Context: an optimization exercise on an open-source flow, tuned for small area, a short achievable clock period and few clock cycles. The choices shown serve that exercise and are no tape-out recipe.
Function was checked by simulation only, so behaviour that the tests miss may differ from the original.
Power is estimated from default activity; no workload was simulated.

## build 92
// multi_button_debouncer_unit
module multi_button_debouncer_unit (
	input  logic                          clk,
	input  logic                          arst_n,
	input  logic [mbd_pkg::S_TDATA_W-1:0] s_tdata,
	input  logic                          s_tvalid,
	output logic                          s_tready,
	output logic [mbd_pkg::M_TDATA_W-1:0] m_tdata,
	output logic                          m_tlast,
	output logic                          m_tvalid,
	input  logic                          m_tready,
	input  logic                          psel,
	input  logic                          penable,
	input  logic                          pwrite,
	input  logic [mbd_pkg::PADDR_W-1:0]   paddr,
	input  logic [mbd_pkg::PDATA_W-1:0]   pwdata,
	output logic [mbd_pkg::PDATA_W-1:0]   prdata,
	output logic                          pready
);
	localparam int N = mbd_pkg::BUTTON_COUNT;
	logic [mbd_pkg::DELAY_W-1:0] deb_x_q;
	logic [mbd_pkg::DELAY_W-1:0] debounce_q;
	logic [mbd_pkg::PADDR_W-1:0] paddr_q;
	logic [mbd_pkg::PADDR_W-1:0] paddr_n_q;
	assign pready = 1'b1;
	always_ff @(posedge clk or negedge arst_n) begin
		if (!arst_n) begin
			deb_x_q <= '0;
		end else if (psel && penable && pwrite && paddr == mbd_pkg::REG_DEBOUNCE_MS) begin
			deb_x_q <= pwdata[mbd_pkg::DELAY_W-1:0] ^ mbd_pkg::DEBOUNCE_RESET;
		end
	end
	assign debounce_q = deb_x_q ^ mbd_pkg::DEBOUNCE_RESET;
	always_ff @(posedge clk) begin
		paddr_q   <= paddr;
		paddr_n_q <= ~paddr;
	end
	assign prdata = {{(mbd_pkg::PDATA_W-mbd_pkg::DELAY_W){1'b0}},
		debounce_q[15:8] & {8{paddr_n_q == ~mbd_pkg::REG_DEBOUNCE_MS}},
  ...
Size: ~2100 cells after synthesis, ~130 I/O pins, about 25000 um^2 of cells after synthesis.
==> flow/config.mk <==
export PLATFORM = sky130hd
export DESIGN_NAME = multi_button_debouncer_unit
export DESIGN_NICKNAME = multi_button_debouncer_unit
export VERILOG_FILES = /design/flow/design.v
export SDC_FILE = /design/flow/constraint.sdc
export NUM_CORES = 4
export LEC_CHECK = 0
export CAP_MARGIN = 20
export CORE_MARGIN = 2
export CORE_UTILIZATION = 40
export CTS_CLUSTER_DIAMETER = 80
export CTS_CLUSTER_SIZE = 24
export SETUP_SLACK_MARGIN = 5.0
export SLEW_MARGIN = 20
export SYNTH_HIERARCHICAL = 1
==> flow/constraint.sdc <==
create_clock -name core_clock -period 8.0 [get_ports {clk}]
set_input_delay 1.6000 -clock core_clock [delete_from_list [all_inputs] [get_ports {clk}]]
set_output_delay 1.6000 -clock core_clock [all_outputs]
set_load 0.01 [all_outputs]
standard.sh (not shown) runs the stock make flow with config.mk's settings and CLKGATE_MAP_FILE= SYNTH_SCRIPT=/design/flow/synth_recipe.tcl, a recipe that flattens the netlist after the stock synthesis.
==> flow/flow/run.sh <==
#!/bin/bash
# The standard synthesis and layout, with plain buffers (buf_2) on the ports instead
# of the delay cells that port buffering picks by default (every port is still buffered),
# and the timing repair aiming at a setup slack of 5.15 ns instead of config.mk's 5.0 ns
set -euo pipefail
bash standard.sh synth > synth.log 2>&1
bash standard.sh "BUFFER_PORTS_ARGS=-buffer_cell sky130_fd_sc_hd__buf_2" SETUP_SLACK_MARGIN=5.15 finish > layout.log 2>&1
Testbench counts of build 92, summed over its fixed seeds: cycles 20,166.
Relative to build 92, the following input files were edited for build 36:
Settings: changing CTS_CLUSTER_DIAMETER from 80 to 90; changing CTS_CLUSTER_SIZE from 24 to 28.
==> flow/run.sh (new file) <==
#!/bin/bash
# synth_recipe.tcl (not shown) runs the flow's synth.tcl, then flattens the netlist and writes it again
# the make line also repeats each setting of config.mk as NAME=value (left out here)
make -C /OpenROAD-flow-scripts/flow DESIGN_CONFIG=/design/flow/config.mk WORK_HOME=/design/flow/orfs CLKGATE_MAP_FILE= SYNTH_SCRIPT=/design/flow/synth_recipe.tcl finish
removed: flow/flow/run.sh
removed: flow/standard.sh
Results
Result: PASS for each of build 92 and build 36
A top layer used by detailed routing of met5 is what build 92 shows, while met4 belongs to build 36.
Build 36: clock network fraction of design power 0.9 points below build 92
Build 36 vs. build 92: final weighted congestion in routability-driven placement moved down, sequential cell fraction of total power +2.8 points, fraction of area in registers now larger, via count lower.
Relative to build 92, the layout clock buffer count measured on build 36 has decreased by more than 10%.
Compared with build 92, build 36 shows logic gate share of total power lower by 1.9 points.
Build 36 reports a lower final hold slack than build 92 does.
The lower proportion of final cell area spent on non-clock buffers came out of build 92.
### build 36 -> build 47
Settings: CORE_UTILIZATION now 50, was 40; CTS_CLUSTER_DIAMETER now 80, was 90; CTS_CLUSTER_SIZE now 24, was 28.
==> flow/flow/run.sh (new file) <==
#!/bin/bash
# The standard synthesis and layout, with plain buffers (buf_2) on the ports instead
# of the delay cells that port buffering picks by default; every port is still buffered
set -euo pipefail
bash standard.sh synth > synth.log 2>&1
bash standard.sh "BUFFER_PORTS_ARGS=-buffer_cell sky130_fd_sc_hd__buf_2" finish > layout.log 2>&1
==> flow/standard.sh (new file) <==
#!/bin/bash
# synth_recipe.tcl (not shown) runs the flow's synth.tcl, then flattens the netlist and writes it again
# the make line also repeats each setting of config.mk as NAME=value (left out here)
make -C /OpenROAD-flow-scripts/flow DESIGN_CONFIG=/design/flow/config.mk WORK_HOME=/design/flow/orfs CLKGATE_MAP_FILE= SYNTH_SCRIPT=/design/flow/synth_recipe.tcl "${@:-finish}"
removed: flow/run.sh
--- outcome ---
- Build 36 → build 47: power drawn by the combinational cells increased about 4%, hold slack decreased 0.0050 ns, via count essentially unchanged, final standard cell utilization of the core increased 10 points, wire length after detailed routing increased about 7.5%.
- Number of tap instances: build 47 vs build 36 down about 20%
- Build 47 against build 36: number of combinational gates with multiple inputs stayed essentially flat, clock-buffer cell count rose 4, reg-to-reg setup timing slack moved up.
- As far as total area of sequential cells is concerned, build 47 and build 36 perform about the same.
Edits applied to the flow inputs when going from build 47 to build 6:
Settings: CORE_UTILIZATION changed from 50 to 40.
==> flow/flow/run.sh <==
#!/bin/bash
# The standard synthesis and layout, with plain buffers (buf_1) on the ports instead
# of the delay cells that port buffering picks by default; every port is still buffered
set -euo pipefail
bash standard.sh synth > synth.log 2>&1
bash standard.sh "BUFFER_PORTS_ARGS=-buffer_cell sky130_fd_sc_hd__buf_1" finish > layout.log 2>&1
Summary of build 6 over build 47: setup slack shows a reduction of 0.017 ns; number of buffers and inverters on the critical path shows an increase of 1.
The share of the core filled with cells number comes out lower for build 6 vs build 47.
Compared with build 47, power in build 6 decreased by a few percent.
Looking at vertical die dimension, build 6 sits 26 um above build 47.
On build 6: fraction of layout instances using a drive strength above 1 is 5.4 points lower than what build 47 gave.
Build 6 against build 47: global-route wire length before repair went down; relative contribution of combinational cells to total power went down; proportion of cell area occupied by registers went up; tap cell count went up.
Here is what was changed in the inputs of build 23 compared with build 6.
Settings: PLACE_DENSITY now 0.75, previously not set; GPL_ROUTABILITY_DRIVEN now 0, previously not set.
==> flow/flow/run.sh <==
#!/bin/bash
# The standard synthesis and layout, with plain buffers (buf_2) on the ports instead
# of the delay cells that port buffering picks by default; every port is still buffered
set -euo pipefail
bash standard.sh synth > synth.log 2>&1
bash standard.sh "BUFFER_PORTS_ARGS=-buffer_cell sky130_fd_sc_hd__buf_2" finish > layout.log 2>&1
Findings:
Relative to build 6, the via density per instance of build 23 is higher by 3.7%. Total power in build 23 is 0.60% above build 6. From build 6 to build 23 the numbers moved as follows: final worst-path setup slack higher, clock period minus worst slack lower, cell area after layout higher, count of buffers not belonging to the clock network in the layout higher, global-route usage lower.
Inputs modified between build 23 and build 17:
Settings: GPL_ROUTABILITY_DRIVEN no longer set, was 0; PLACE_DENSITY now 0.85, was 0.75.
Findings:
Against build 23 as the reference, build 17 delivers a higher share of total power in sequential cells.
Going from build 23 to build 17, number of stages on the worst setup path shrinks by 1.
Against build 23, build 17 reports a combinational cell fraction of total power that is higher.
Relative to build 23, power share of the clock group decreased by 3.9 points in build 17.
Count of placed standard cells including taps delta (build 23 -> build 17): insignificant
Relative to build 23, the routed wire length per instance measured on build 17 has decreased by a few percent.
On shortest clock period the worst path allows after layout, build 17 does worse than build 23.
In the reports for build 17 and build 23, the smaller clock group total power belongs to build 17.
Delta(area growth from synthesis to layout, build 17 - build 23) < 0
As far as global-route met3 utilization is concerned, build 17 and build 23 perform about the same.

==> static timing again, ports no longer ideal <==
How much do the figures lean on ideal ports? The routed layouts below were timed once more, with nothing changed but the port constraints.
Step 1 (the two cells are an assumption about what drives the block):
set clk [get_ports {clk}]
set_driving_cell -lib_cell sky130_fd_sc_hd__clkbuf_16 $clk
set_driving_cell -lib_cell sky130_fd_sc_hd__buf_2 [delete_from_list [all_inputs] $clk]
Step 2 moves the port delays by t, midway between the first and last clock arrival at a register: inputs arrive t later, outputs are due t later. That takes back most of the time a late clock gives input paths.
a / b / c = no drivers / after step 1 / after step 2; a / b = the first two.
| run | t (ns) | setup WS [ns] | worst slew at a driven data input, ns |
|---|---|---|---|
| build 92 | 0.674 | 4.932 / 4.932 / 4.740 | 0.07 |
| build 36 | 0.642 | 4.911 / 4.911 / 4.428 | 0.06 |
| build 47 | 0.673 | 4.954 / 4.954 / 4.554 | 0.04 |
| build 6 | 0.655 | 4.936 / 4.936 / 4.555 | 0.08 |
| build 23 | 0.653 | 4.969 / 4.969 / 4.534 | 0.04 |
| build 17 | 0.613 | 4.874 / 4.874 / 4.538 | 0.07 |
After both steps setup and hold are still met in every run listed. The setup slack of build 36, which loses most, moves by 0.000 ns with the drivers and by -0.483 ns with both steps.
